Source: an optimization exercise on an open RTL-to-GDS flow (aim: small area, a short achievable clock period and few clock cycles). Production flows keep margins and buffers that such runs may drop.
The RTL was checked by simulation tests, not by an equivalence proof against the original design.
Power figures rest on the tool's default switching activity, not on a simulated workload.

## north
// multiCycleCpu
module multiCycleCpu (
  input  logic                              clk,
  input  logic                              reset,
  input  logic [32-1:0]        instr,
  input  logic [32-1:0]        dataReadData,
  output logic [32-1:0]        instrAddr,
  output logic [9-1:0]   dataAddr,
  output logic [32-1:0]        dataWriteData,
  output logic                              dataWrite
);
clock: 8.0 ns
lec_check: 0
cap_margin: 20
core_margin: 2
core_utilization: 55
cts_cluster_diameter: 60
cts_cluster_size: 24
setup_slack_margin: 4.8
slew_margin: 20
synth_hierarchical: 1
synth_minimum_keep_size: 0
run.sh (not shown) runs the stock make flow with config.mk's settings and CLKGATE_MAP_FILE= SYNTH_SCRIPT=/design/flow/synth_recipe.tcl, a recipe that flattens the netlist after the stock synthesis.
Testbench counts of north, summed over its fixed seeds: cycles 12,958.
The following lists how south was set up differently from north:
- a deleted CTS_CLUSTER_SIZE that had been 24
- a change of SETUP_SLACK_MARGIN from 4.8 to 4.6
- a change of CORE_UTILIZATION from 55 to 40
- a deleted CTS_CLUSTER_DIAMETER that had been 60
==> summary.txt <==
south was carried through to the last stage, and its layout satisfied the timing, design-rule and antenna checks.
north -> south: number of nets at the end of the flow decreased slightly
south -> north: post-route setup TNS flat
Relative to north, share of cells above drive strength 1 has gone down in south.
Of south and north, the lower number of antenna violations at the first check in global routing belongs to south.
Going from north to south, placed instance count grew by a little under 10%.
south vs. north: routed wire length went down by 7.1%.
The topmost layer with routed signal wires comes out met4 in one run and met5 in the other, namely in south and north respectively.
Part of the power in registers on south is down relative to north.
For the clock skew, south came in 5.5 ps lower than north did.
Setup changes, south to east
- CORE_UTILIZATION changed from 40 to 55
- CTS_CLUSTER_SIZE newly set to 24
- CTS_CLUSTER_DIAMETER newly set to 60
Results
- Of the two candidates, south has the worse HPWL after detailed placement and east the better one.
- Looking at tightest hold margin, east sits 20 ps lower than south does.
- Number of maximum-capacitance constraint violations: south vs east identical
- | clock-buffer cell count | higher: south |
- Slack of the critical path: east higher than south
- On total via count after detailed routing, south beats east.
- Synthesized area: south vs east identical
Changes in west relative to east:
- ABC_AREA now 1, previously not set
[summary]
Between east and west, non-clock buffer count in the final layout is higher for east, west comes in under that.
[west] top fanout value on the critical path rose 24 relative to east
Higher number of cells after detailed placement goes to west over east.
The lower count of cell instances traversed by the critical path of east and west is in east.

lane 1:
Starting RTL as in the previous note.
// multiCycleCpu
module multiCycleCpu (
  input  logic                              clk,
  input  logic                              reset,
  input  logic [32-1:0]        instr,
  input  logic [32-1:0]        dataReadData,
  output logic [32-1:0]        instrAddr,
  output logic [9-1:0]   dataAddr,
  output logic [32-1:0]        dataWriteData,
  output logic                              dataWrite
);
  localparam int W = 32;
  localparam int R = 32;
  logic [W-1:0] pc, pc1;
  logic [5:0]   fOp;
  logic [3:0]   fCode;
  logic         fAluOp, fRegOp, fBeq, fTaken;
  logic [4:0]   fRb;
  logic [15:0]  fLoSum, fLoCarry, pcHiInc, pcHiDec;
  logic [W-1:0] pcOther, pcNext;
  logic         selFetch;
  logic [W-1:0] fTarget;
  logic [W-1:0] ir, dAlt;
  logic         dValid, dReplay;
  logic         useAlt;
  logic [W-1:0] altPc;
  logic [3:0]   dCode;
  logic         dSub;
  logic         dRegOp, dImmOp, dZimm, dLoad, dStore, dBeq, dPredTaken;
  logic [4:0]   dRs, dRd, dRb;
  logic [R-1:0] dSelA, dSelB;
  logic [W-1:0] dSimm, dImmExt;
  logic [W-1:0] rfA, rfB, dA, dB;
  logic [W-1:0] eA, eBx, eAlt, eOpA, eOpB, eOpBx;
  logic         eWen, eLoad, eStore, eBeq, ePredTaken, eFwdA, eFwdB;
  logic         eSub, eArith;
  logic [1:0]   eLogicSel;
  logic [4:0]   eWaddr;
  logic [8:0]   eAddr;
  logic [W-1:0] aluResult;
  logic         eRedirect;
  logic [W-1:0] wData;
  logic         wWen;
  logic [4:0]   wWaddr;
  assign fOp    = instr[31:26];
  assign fCode  = instr[29:26];
  assign fAluOp = (fCode >= 4'd2) && (fCode <= 4'd7);
  assign fRegOp = (fOp[5:4] == 2'b01);
  assign fRb    = fRegOp ? instr[15:11] : instr[25:21];
  assign fBeq   = (fOp == 6'h20);
  ...
export LEC_CHECK = 0
export CAP_MARGIN = 20
export CORE_MARGIN = 2
export CORE_UTILIZATION = 55
export CTS_CLUSTER_DIAMETER = 60
export CTS_CLUSTER_SIZE = 24
export SETUP_SLACK_MARGIN = 5.0
export SLEW_MARGIN = 20
export SYNTH_HIERARCHICAL = 1
export SYNTH_MINIMUM_KEEP_SIZE = 0
create_clock -name core_clock -period 8.0 [get_ports {clk}]
Lane 1: done, clean on timing, DRC and antenna
Testbench counts of lane 1, summed over its fixed seeds: cycles 12,958.
The following lists how lane 2 was set up differently from lane 1:
Settings: changing CORE_UTILIZATION from 55 to 65; changing SETUP_SLACK_MARGIN from 5.0 to 4.6.
==> comparison <==
- From lane 1 to lane 2, sequential cell count did not move at all.
- Going from lane 1 to lane 2, post-layout total power shrank by a few percent.
- Filler cell count in the final layout | lane 2 below lane 1
- Lane 2 — routed via count 2.6% lower, lane 1 as reference
- Lane 2 vs lane 1, design area went down by 4.2%.
- Diff lane 1 -> lane 2: first-pass GRT wire length lost about 11%, placed instance area lost about 0.6%, total power divided by cell area picked up an extra 1.2%.
> inputs changed (lane 2 -> lane 3)
Settings: a change of CORE_UTILIZATION from 65 to 50.
Findings:
Lane 3 completed every stage of the flow, and the final layout passed the timing, design-rule and antenna checks.
Final design area excluding fillers in lane 3 is about 1.1% above lane 2.
There was hardly any difference in sequential cell area in the final layout between lane 2 and lane 3.
| total of plain and repair buffers excluding clock buffers | lane 3 vs lane 2 | 14 lower |
On count of filler cells inserted in the layout: lane 3 sits above lane 2.
Lane 3 — routing usage on met1 9.4 points lower, lane 2 as reference
Here is what was changed in the inputs of lane 4 compared with lane 3.
Settings: changing SETUP_SLACK_MARGIN from 4.6 to 4.3; changing CORE_UTILIZATION from 50 to 55.
Lane 4 finished end to end and its layout was clean on timing, DRC and antenna.
Of the two values seen for uppermost metal layer occupied by signal nets, met5 was produced by lane 4 and met4 by lane 3.
Row via count of the first global-routing pass: lane 4 higher / lane 3 lower
From lane 3 to lane 4 the numbers moved as follows: number of gates resized after cts shrank by about 80%; total design power -about 3%; worst-path maximum fanout -23; transition at the pin with the smallest max-transition slack -0.087 ns; sequential share of layout area now larger.
[lane 4] half-perimeter wire length of the detailed placement result fell 730 um relative to lane 3

[static timing again, ports no longer ideal]
The results above use ideal ports. As a check the final layouts listed here were re-extracted and re-timed, cells and wires unchanged.
Step 1 assumes that a clkbuf_16 drives the clock port and a buf_2 every other input.
Step 2, shift: input delay + t, output delay - t, t = (earliest + latest rising clock arrival at the registers) / 2. This alone moves slack from input paths to output paths.
a / b / c = ideal ports / drivers / drivers and shift; a / b = the first two.
| run | shift t [ns] | setup slack, ns | hold slack, ns |
|---|---|---|---|
| north | 0.805 | 4.594 / 4.635 / 3.829 | 0.349 / 0.349 / 0.349 |
| south | 0.842 | 4.555 / 4.559 / 3.765 | 0.327 / 0.327 / 0.327 |
| east | 0.801 | 4.570 / 4.561 / 3.822 | 0.307 / 0.307 / 0.307 |
| west | 0.834 | 4.554 / 4.534 / 3.921 | 0.339 / 0.339 / 0.339 |
| lane 1 | 0.816 | 4.599 / 4.649 / 3.833 | 0.344 / 0.344 / 0.344 |
| lane 2 | 0.782 | 4.498 / 4.535 / 3.752 | 0.341 / 0.341 / 0.341 |
| lane 3 | 0.839 | 4.569 / 4.553 / 3.798 | 0.339 / 0.339 / 0.339 |
| lane 4 | 0.806 | 4.340 / 4.268 / 3.578 | 0.339 / 0.339 / 0.339 |
After both steps every run listed still meets setup and hold. The setup slack of south, which loses most, moves by +0.004 ns with the drivers and by -0.790 ns with both steps.
